Context: an optimization exercise on an open-source flow, tuned for small area and few clock cycles per item. The choices shown serve that exercise and are no tape-out recipe.
Only simulation tests tie the RTL to the original design; equivalence was not proved.

==> design.v <==
`default_nettype none
package gszc_pkg;
	localparam int WINDOW_LEN = 10;
	localparam int GAZE_W   = 13;
	localparam int CROP_W   = 12;
	localparam int CORNER_W = 14;
	localparam int CFG_IDX_W = 4;
	localparam int SUM_W    = GAZE_W + $clog2(WINDOW_LEN);
	localparam int FILL_W   = $clog2(WINDOW_LEN + 1);
	localparam int DIV_K    = SUM_W + $clog2(WINDOW_LEN);
	localparam longint AVG_RECIP = ((longint'(1) << DIV_K) + WINDOW_LEN - 1) / WINDOW_LEN;
	localparam int RECIP_W  = DIV_K - $clog2(WINDOW_LEN) + 1;
	localparam int PROD_W   = SUM_W + RECIP_W;
	localparam int MOVE_SPAN = 100;
	localparam int CROP_MAX  = (1 << CROP_W) - 1;
	localparam int MOVE_W    = GAZE_W + 1;
	localparam int NUM_W     = MOVE_W + CROP_W + 3;
	localparam int SAT_N     = (CROP_MAX + 1) * MOVE_SPAN;
	localparam int CLIP_W    = $clog2(SAT_N);
	localparam int SPAN_K    = CLIP_W + $clog2(MOVE_SPAN);
	localparam longint SPAN_RECIP = ((longint'(1) << SPAN_K) + MOVE_SPAN - 1) / MOVE_SPAN;
	localparam int SPAN_RECIP_W = SPAN_K - $clog2(MOVE_SPAN) + 1;
	localparam int SPROD_W   = CLIP_W + SPAN_RECIP_W;
	localparam int MIN_CROP_W_RST = 320;
	localparam int MAX_CROP_W_RST = 640;
	localparam int MIN_CROP_H_RST = 180;
	localparam int MAX_CROP_H_RST = 360;
	typedef enum logic [CFG_IDX_W-1:0] {
		CFG_MIN_CROP_WIDTH  = 4'd0,
		CFG_MAX_CROP_WIDTH  = 4'd1,
		CFG_MIN_CROP_HEIGHT = 4'd2,
		CFG_MAX_CROP_HEIGHT = 4'd3
	} cfg_reg_t;
endpackage
`default_nettype wire
`default_nettype none
module gaze_smoothed_zoom_crop_top (
	input  wire logic                                 clk,
	input  wire logic                                 arst_n,
	input  wire logic                                 gaze_valid,
	output wire logic                                 gaze_ready,
	input  wire logic signed [gszc_pkg::GAZE_W-1:0]   gaze_x,
	input  wire logic signed [gszc_pkg::GAZE_W-1:0]   gaze_y,
	input  wire logic                                 cfg_valid,
	output wire logic                                 cfg_ready,
	input  wire logic [gszc_pkg::CFG_IDX_W-1:0]       cfg_index,
	input  wire logic [gszc_pkg::CROP_W-1:0]          cfg_data,
	output wire logic                                 result_valid,
	input  wire logic                                 result_ready,
	output logic signed [gszc_pkg::GAZE_W-1:0]        result_center_x,
	output logic signed [gszc_pkg::GAZE_W-1:0]        result_center_y,
	output logic        [gszc_pkg::CROP_W-1:0]        result_crop_width,
	output logic        [gszc_pkg::CROP_W-1:0]        result_crop_height,
	output logic signed [gszc_pkg::CORNER_W-1:0]      result_corner_x,
	output logic signed [gszc_pkg::CORNER_W-1:0]      result_corner_y
);
	localparam int GW  = gszc_pkg::GAZE_W;
	localparam int SW  = gszc_pkg::SUM_W;
	localparam int CW  = gszc_pkg::CROP_W;
	localparam int NW  = gszc_pkg::NUM_W;
	localparam int MW  = gszc_pkg::MOVE_W;
	localparam int KW  = gszc_pkg::CORNER_W;
	localparam int LEN = gszc_pkg::WINDOW_LEN;
	localparam int PW  = gszc_pkg::PROD_W;
	localparam int SPW = gszc_pkg::SPROD_W;
	localparam int FW  = gszc_pkg::FILL_W;
	localparam int DK  = gszc_pkg::DIV_K;
	localparam int SK  = gszc_pkg::SPAN_K;
	localparam int CLW = gszc_pkg::CLIP_W;
	localparam logic [PW-1:0]  AREC = PW'(gszc_pkg::AVG_RECIP);
	localparam logic [SPW-1:0] SREC = SPW'(gszc_pkg::SPAN_RECIP);
	localparam int SPAN = gszc_pkg::MOVE_SPAN;
	localparam int SATN = gszc_pkg::SAT_N;
	localparam int CMAX = gszc_pkg::CROP_MAX;
	function automatic logic signed [GW-1:0] avg_of(input logic signed [SW-1:0] s);
		logic [SW-1:0]                     mag;
		logic [PW-1:0]       prod;
		logic [GW-1:0]                     q;
		mag  = s[SW-1] ? SW'(-s) : SW'(s);
		prod = PW'(mag) * AREC;
		q    = prod[DK +: GW];
		avg_of = s[SW-1] ? $signed(-q) : $signed(q);
	endfunction
	function automatic logic [GW-1:0] abs_diff(input logic signed [GW-1:0] a,
		input logic signed [GW-1:0] b);
		logic signed [GW:0] d;
		d = $signed({a[GW-1], a}) - $signed({b[GW-1], b});
		abs_diff = d[GW] ? GW'(-d) : GW'(d);
	endfunction
	function automatic logic signed [NW-1:0] crop_num(input logic [MW-1:0] mv,
		input logic [CW-1:0] mn, input logic [CW-1:0] mx);
		logic signed [CW:0]   df;
		logic signed [NW-1:0] mv_e, df_e, base;
		df   = $signed({1'b0, mn}) - $signed({1'b0, mx});
		mv_e = $signed(NW'(mv));
		df_e = NW'(df);
		base = $signed(NW'(mx)) * $signed(NW'(SPAN));
		crop_num = mv_e * df_e + base;
	endfunction
	function automatic logic [CW-1:0] crop_size(input logic signed [NW-1:0] n);
		logic                           sat;
		logic [SPW-1:0]   prod;
		sat  = n >= $signed(NW'(SATN));
		prod = SPW'(n[CLW-1:0])
			* SREC;
		if (n[NW-1])
			crop_size = '0;
		else if (sat)
			crop_size = CW'(CMAX);
		else
			crop_size = prod[SK +: CW];
	endfunction
	logic [CW-1:0] min_w_q, max_w_q, min_h_q, max_h_q;
	assign cfg_ready = 1'b1;
	always_ff @(posedge clk or negedge arst_n) begin
		if (!arst_n) begin
			min_w_q <= CW'(gszc_pkg::MIN_CROP_W_RST);
			max_w_q <= CW'(gszc_pkg::MAX_CROP_W_RST);
			min_h_q <= CW'(gszc_pkg::MIN_CROP_H_RST);
			max_h_q <= CW'(gszc_pkg::MAX_CROP_H_RST);
		end else if (cfg_valid) begin
			case (cfg_index)
				gszc_pkg::CFG_MIN_CROP_WIDTH:  min_w_q <= cfg_data;
				gszc_pkg::CFG_MAX_CROP_WIDTH:  max_w_q <= cfg_data;
				gszc_pkg::CFG_MIN_CROP_HEIGHT: min_h_q <= cfg_data;
				gszc_pkg::CFG_MAX_CROP_HEIGHT: max_h_q <= cfg_data;
				default: ;
			endcase
		end
	end
	logic v_s1, v_s2, v_s3, v_s4, v_s5, v_s6;
	logic rdy_s1, rdy_s2, rdy_s3, rdy_s4, rdy_s5, rdy_s6;
	assign rdy_s6 = !v_s6 || result_ready;
	assign rdy_s5 = !v_s5 || rdy_s6;
	assign rdy_s4 = !v_s4 || rdy_s5;
	assign rdy_s3 = !v_s3 || rdy_s4;
	assign rdy_s2 = !v_s2 || rdy_s3;
	assign rdy_s1 = !v_s1 || rdy_s2;
	assign gaze_ready = rdy_s1;
	logic acc;
	assign acc = gaze_valid && rdy_s1;
	logic signed [GW-1:0]           win_x_q [LEN];
	logic signed [GW-1:0]           win_y_q [LEN];
	logic signed [SW-1:0]           sum_x_q, sum_y_q;
	logic [FW-1:0]    fill_q;
	logic                           full, drop_old;
	logic signed [GW-1:0]           old_x, old_y;
	logic signed [SW-1:0]           sum_x_nxt, sum_y_nxt;
	assign drop_old  = fill_q == FW'(LEN);
	assign full      = fill_q >= FW'(LEN - 1);
	assign old_x     = drop_old ? win_x_q[0] : '0;
	assign old_y     = drop_old ? win_y_q[0] : '0;
	assign sum_x_nxt = sum_x_q - SW'(old_x) + SW'(gaze_x);
	assign sum_y_nxt = sum_y_q - SW'(old_y) + SW'(gaze_y);
	always_ff @(posedge clk) begin
		if (acc) begin
			for (int i = 0; i < LEN - 1; i++) begin
				win_x_q[i] <= win_x_q[i + 1];
				win_y_q[i] <= win_y_q[i + 1];
			end
			win_x_q[LEN - 1] <= gaze_x;
			win_y_q[LEN - 1] <= gaze_y;
		end
	end
	always_ff @(posedge clk or negedge arst_n) begin
		if (!arst_n) begin
			sum_x_q <= '0;
			sum_y_q <= '0;
			fill_q  <= '0;
		end else if (acc) begin
			sum_x_q <= sum_x_nxt;
			sum_y_q <= sum_y_nxt;
			if (!drop_old)
				fill_q <= fill_q + 1'b1;
		end
	end
	logic signed [SW-1:0]   sum_x_s1, sum_y_s1;
	logic signed [GW-1:0]   cx_s2, cy_s2, cx_s3, cy_s3, cx_s4, cy_s4, cx_s5, cy_s5;
	logic [MW-1:0]          move_s3;
	logic signed [NW-1:0]   num_w_s4, num_h_s4;
	logic [CW-1:0]          cw_s5, ch_s5;
	logic signed [GW-1:0]   prev_x_q, prev_y_q;
	always_ff @(posedge clk or negedge arst_n) begin
		if (!arst_n) begin
			v_s1     <= 1'b0;
			v_s2     <= 1'b0;
			v_s3     <= 1'b0;
			v_s4     <= 1'b0;
			v_s5     <= 1'b0;
			v_s6     <= 1'b0;
			prev_x_q <= '0;
			prev_y_q <= '0;
		end else begin
			if (rdy_s1) v_s1 <= acc && full;
			if (rdy_s2) v_s2 <= v_s1;
			if (rdy_s3) v_s3 <= v_s2;
			if (rdy_s4) v_s4 <= v_s3;
			if (rdy_s5) v_s5 <= v_s4;
			if (rdy_s6) v_s6 <= v_s5;
			if (v_s2 && rdy_s3) begin
				prev_x_q <= cx_s2;
				prev_y_q <= cy_s2;
			end
		end
	end
	always_ff @(posedge clk) begin
		if (rdy_s1) begin
			sum_x_s1 <= sum_x_nxt;
			sum_y_s1 <= sum_y_nxt;
		end
		if (rdy_s2) begin
			cx_s2 <= avg_of(sum_x_s1);
			cy_s2 <= avg_of(sum_y_s1);
		end
		if (rdy_s3) begin
			cx_s3   <= cx_s2;
			cy_s3   <= cy_s2;
			move_s3 <= MW'(abs_diff(prev_x_q, cx_s2)) + MW'(abs_diff(prev_y_q, cy_s2));
		end
		if (rdy_s4) begin
			cx_s4    <= cx_s3;
			cy_s4    <= cy_s3;
			num_w_s4 <= crop_num(move_s3, min_w_q, max_w_q);
			num_h_s4 <= crop_num(move_s3, min_h_q, max_h_q);
		end
		if (rdy_s5) begin
			cx_s5 <= cx_s4;
			cy_s5 <= cy_s4;
			cw_s5 <= crop_size(num_w_s4);
			ch_s5 <= crop_size(num_h_s4);
		end
		if (rdy_s6) begin
			result_center_x    <= cx_s5;
			result_center_y    <= cy_s5;
			result_crop_width  <= cw_s5;
			result_crop_height <= ch_s5;
			result_corner_x    <= KW'(cx_s5) - $signed(KW'(cw_s5[CW-1:1]));
			result_corner_y    <= KW'(cy_s5) - $signed(KW'(ch_s5[CW-1:1]));
		end
	end
	assign result_valid = v_s6;
endmodule
`default_nettype wire
==> run.sh <==
#!/bin/bash
# synth_recipe.tcl (not shown) runs the flow's synth.tcl, then flattens the netlist and writes it again
# the make line also repeats each setting of config.mk as NAME=value (left out here)
make -C /OpenROAD-flow-scripts/flow DESIGN_CONFIG=/design/flow/config.mk WORK_HOME=/design/flow/orfs CLKGATE_MAP_FILE= SYNTH_SCRIPT=/design/flow/synth_recipe.tcl finish
==> config.mk <==
export PLATFORM = sky130hd
export DESIGN_NAME = gaze_smoothed_zoom_crop_top
export DESIGN_NICKNAME = gaze_smoothed_zoom_crop_top
export VERILOG_FILES = /design/flow/design.v
export SDC_FILE = /design/flow/constraint.sdc
export NUM_CORES = 4
export LEC_CHECK = 0
export CAP_MARGIN = 20
export CORE_MARGIN = 2
export CORE_UTILIZATION = 40
export SLEW_MARGIN = 20
==> constraint.sdc <==
create_clock -name core_clock -period 9.0 [get_ports {clk}]
set_input_delay 1.8000 -clock core_clock [delete_from_list [all_inputs] [get_ports {clk}]]
set_output_delay 1.8000 -clock core_clock [all_outputs]
set_load 0.01 [all_outputs]
==> results.txt <==
[worst min path at each step]
stage,start,endpoint,slack (ns),cells after the start
2_1_floorplan,cx_s3[0],cx_s4[0],0.40,0
3_3_place_gp,win_y_q[2][0],win_y_q[1][0],0.40,0
3_5_place_dp,cx_s4[2],cx_s5[2],0.40,0
4_1_cts,win_x_q[2][2],win_x_q[1][2],0.40,0
5_1_grt,win_x_q[2][2],win_x_q[1][2],0.42,0
6_report,win_x_q[2][2],win_x_q[1][2],0.40,0
[registers in the layout, indices dropped and copies added, names as in the netlist, 14 cells and up]
register,cells
move_s3,14
num_h_s4,29
num_w_s4,29
result_corner_x,14
result_corner_y,14
sum_x_q,17
sum_x_s1,17
sum_y_q,17
sum_y_s1,17
win_x_q,130
win_y_q,130
[logic make-up (layout without fill, tap and decap cells)]
logic type,count (synthesis),in the layout
buffers and inverters,1487,1728
muxes,64,64
DFF,690,690
AOI/OAI and AO/OA,627,627
other,1,2
adders and majority gates,1774,1774
and+or+nand+nor,1007,1007
xor gates and xnor gates,286,286
[final cells by class]
class	count	share of cell area (%)
multi-input cells	3759	55.2
repair buffers	185	2.36
well taps	2175	3.74
diodes	1	0.00344
inverters	1394	7.20
clock inverters	51	0.959
clock buffers	98	2.89
flip-flops and latches	690	27.7
[synth_stat cells, types with 14 or more instances]
library cell	count
a21o_1	58
xnor2_1	198
nor2_1	176
nand3_1	47
nand2b_1	53
a31oi_1	25
clkbuf_1	85
and3_1	17
inv_1	1393
a211oi_1	14
fa_1	771
xor2_1	85
nor2b_1	63
nor3_1	40
nand2_1	397
dfrtp_1	106
or3_1	23
nand4_1	16
or2_2	22
and2_1	116
o21bai_1	17
edfxtp_1	572
ha_1	1003
a21boi_0	37
o21ai_0	187
o31ai_1	21
mux2_2	59
a21oi_1	162
[metal layers]
| metal | wire length (um) | track usage [%] |
|---|---|---|
| met1 | 63300 | 22.9 |
| met2 | 65100 | 28.0 |
| met3 | 5400 | 2.39 |
| met4 | 4070 | 5.22 |
| met5 | 0 | 0 |
[timing repair]
action,4_1_cts,5_1_grt
hold buffers,0,0
hold endpoints to repair,0,0
resized for setup,1,8
endpoints found under the setup margin,1,9
buffers inserted,0,3
pin swaps,0,3
[critical path: cells and delay by family (launching register included)]
family | cells | cell delay (ns)
AO/OA/AOI/OAI | 13 | 2.51
XOR/XNOR | 2 | 0.23
adder cells (fa/ha/maj) | 11 | 4.62
buffers and inverters | 1 | 0.06
flip-flops | 1 | 0.58
AND/OR/NAND/NOR | 2 | 0.23
[stage by stage]
stage | hold WS [ns] | instances | setup WS, ns
4_1_cts | 0.400 | 8349 | 0.170
3_5_place_dp | 0.405 | 8200 | 0.111
2_1_floorplan | 0.400 | 5936 | 0.533
5_1_grt | 0.416 | 8352 | -0.0302
6_report | 0.397 | 8353 | 0.488
3_3_place_gp | 0.401 | 8200 | 0.258
==> flow_summary.json <==
{
  "synth_cells": 5936,
  "htreeDepth": 3,
  "fin_area_um2": 72800,
  "synth_simple_gate_area_share_pct": 7.32,
  "grt_pass1_wl_mm": 226,
  "tns_ns": 0,
  "finClkSkew_ns": 0.0517,
  "worstReg2RegEnd": "num_h_s4[27]",
  "io_buffer_count": 126,
  "hpwlAfterDp_mm": 113,
  "start_util_pct": 40.3,
  "antenna_left": 0,
  "grt_overflow_total": 0,
  "fin_crit_sh_pct": 94.6,
  "min_path_type": "flop to flop",
  "nets": 7931,
  "worstPathRequired_ns": 9.40,
  "ios": 128,
  "grt_max_degree": 178,
  "criticalPathCategory": "flop to flop",
  "via_per_inst": 4.83,
  "startpoint": "max_h_q[3]",
  "dr.pass1.iters": 8,
  "cts.sinks": 690,
  "cpMostUsedCell": "fa_1",
  "cts_root_buffer": "clkbuf_16",
  "wl_mm": 138,
  "mostFrequentLayoutCells": "inv_1 (1,392), ha_1 (1,003), fa_1 (771)",
  "ys_ff_latch": 690,
  "synth_top_family_by_area": "adder cells",
  "numCtsBuffers": 80,
  "seq_area_um2": 20100,
  "fillers": 15100,
  "cts_tree": "built",
  "finish.utilization_pct": 44.6,
  "grt_pass1_vias": 42800,
  "core_um2": 163000,
  "wl_per_cell_um": 16.5,
  "cpPeakStageDelay_ns": 0.58,
  "synth-main-ff-cell": "edfxtp_1",
  "synth_edf_count": 572,
  "arrival_ns": 8.92,
  "drc": 0,
  "cts_buffer_depth": 3,
  "slew_headroom_pct": 25.8,
  "worst_pin_slew_ns": 1.11,
  "synth_top_cell_area_share_pct": 26.1,
  "path_max_fanout": 5,
  "synth_xor_area_share_pct": 3.85,
  "vias": 40300,
  "drive_above_1_share_pct": 5.21,
  "area_growth_pct": 10.6,
  "synth_mux_area_share_pct": 1.09,
  "synthesis.area_um2": 65800,
  "maxSlewViolCount": 0,
  "cp-end-kind": "flop",
  "worstSkewPairLatency_ns": 0.70,
  "finalCriticalPeriod_ns": 8.51,
  "die_height_um": 410,
  "rows": 148,
  "synth-compound-area-share_pct": 6.09,
  "post_dp_cell_area_um2": 69900,
  "async_flop_share_pct": 17.1,
  "synthAdderAreaFrac_pct": 42.5,
  "rrSetupSlack_ns": 0.49,
  "synth.area.top_cells": "edfxtp_1 (26%), fa_1 (23%), ha_1 (19%)",
  "regToRegStartpoint": "max_h_q[3]",
  "cp_slowest_cell": "dfstp_2",
  "yosysSeqAreaShare_pct": 30.6,
  "worst_setup_path_start_kind": "flop",
  "multi_input_area_um2": 40100,
  "antenna_found_initial": 0,
  "cap_viol_max_count": 0,
  "ff2ff_path_depth": 29,
  "crit_end": "num_h_s4[27]",
  "synth_fp_nets": 7757,
  "final_common_cell": "inv_1",
  "grt_use_total_pct": 16.9,
  "setup_violations": 0,
  "fmax_ghz": 0.117,
  "die_w_um": 410,
  "path_clk_slew_ns": 0.06,
  "hold_violations": 0,
  "synth_top_cell_by_area": "edfxtp_1",
  "drt_iter0_drc": 1834,
  "yosys_warnings": 3,
  "status": "timing/DRC/antenna clean",
  "place_congestion": 0.880,
  "syn_area_per_cell_um2": 11.1,
  "synth.distinct_cells": 88,
  "dieArea_um2": 168000
}
Testbench counts, summed over its fixed seeds: cycles 9,648, items 9,528.

[static timing again, ports no longer ideal]
The flow's constraints put no driver on any port. The routed layout listed below was extracted and timed again, unchanged, in two steps.
Step 1: set_driving_cell puts a clkbuf_16 on clk and a buf_2 on each other input, an assumption about the parent block.
Step 2 adds t to the input delays and takes it off the output delays; t is the mean of the earliest and latest rising clock arrival at the registers after step 1. Input paths then give back, and output paths get back, about the clock's delay inside the block.
Three values: no drivers, after step 1, after step 2; two values: the first two.
t, ns: 0.761
setup slack, ns: 0.488 / 0.488 / 0.488
hold slack, ns: 0.397 / 0.397 / 0.397
After both steps this run still meets setup and hold. The setup slack of this run moves by 0.000 ns with the drivers and by 0.000 ns with both steps.
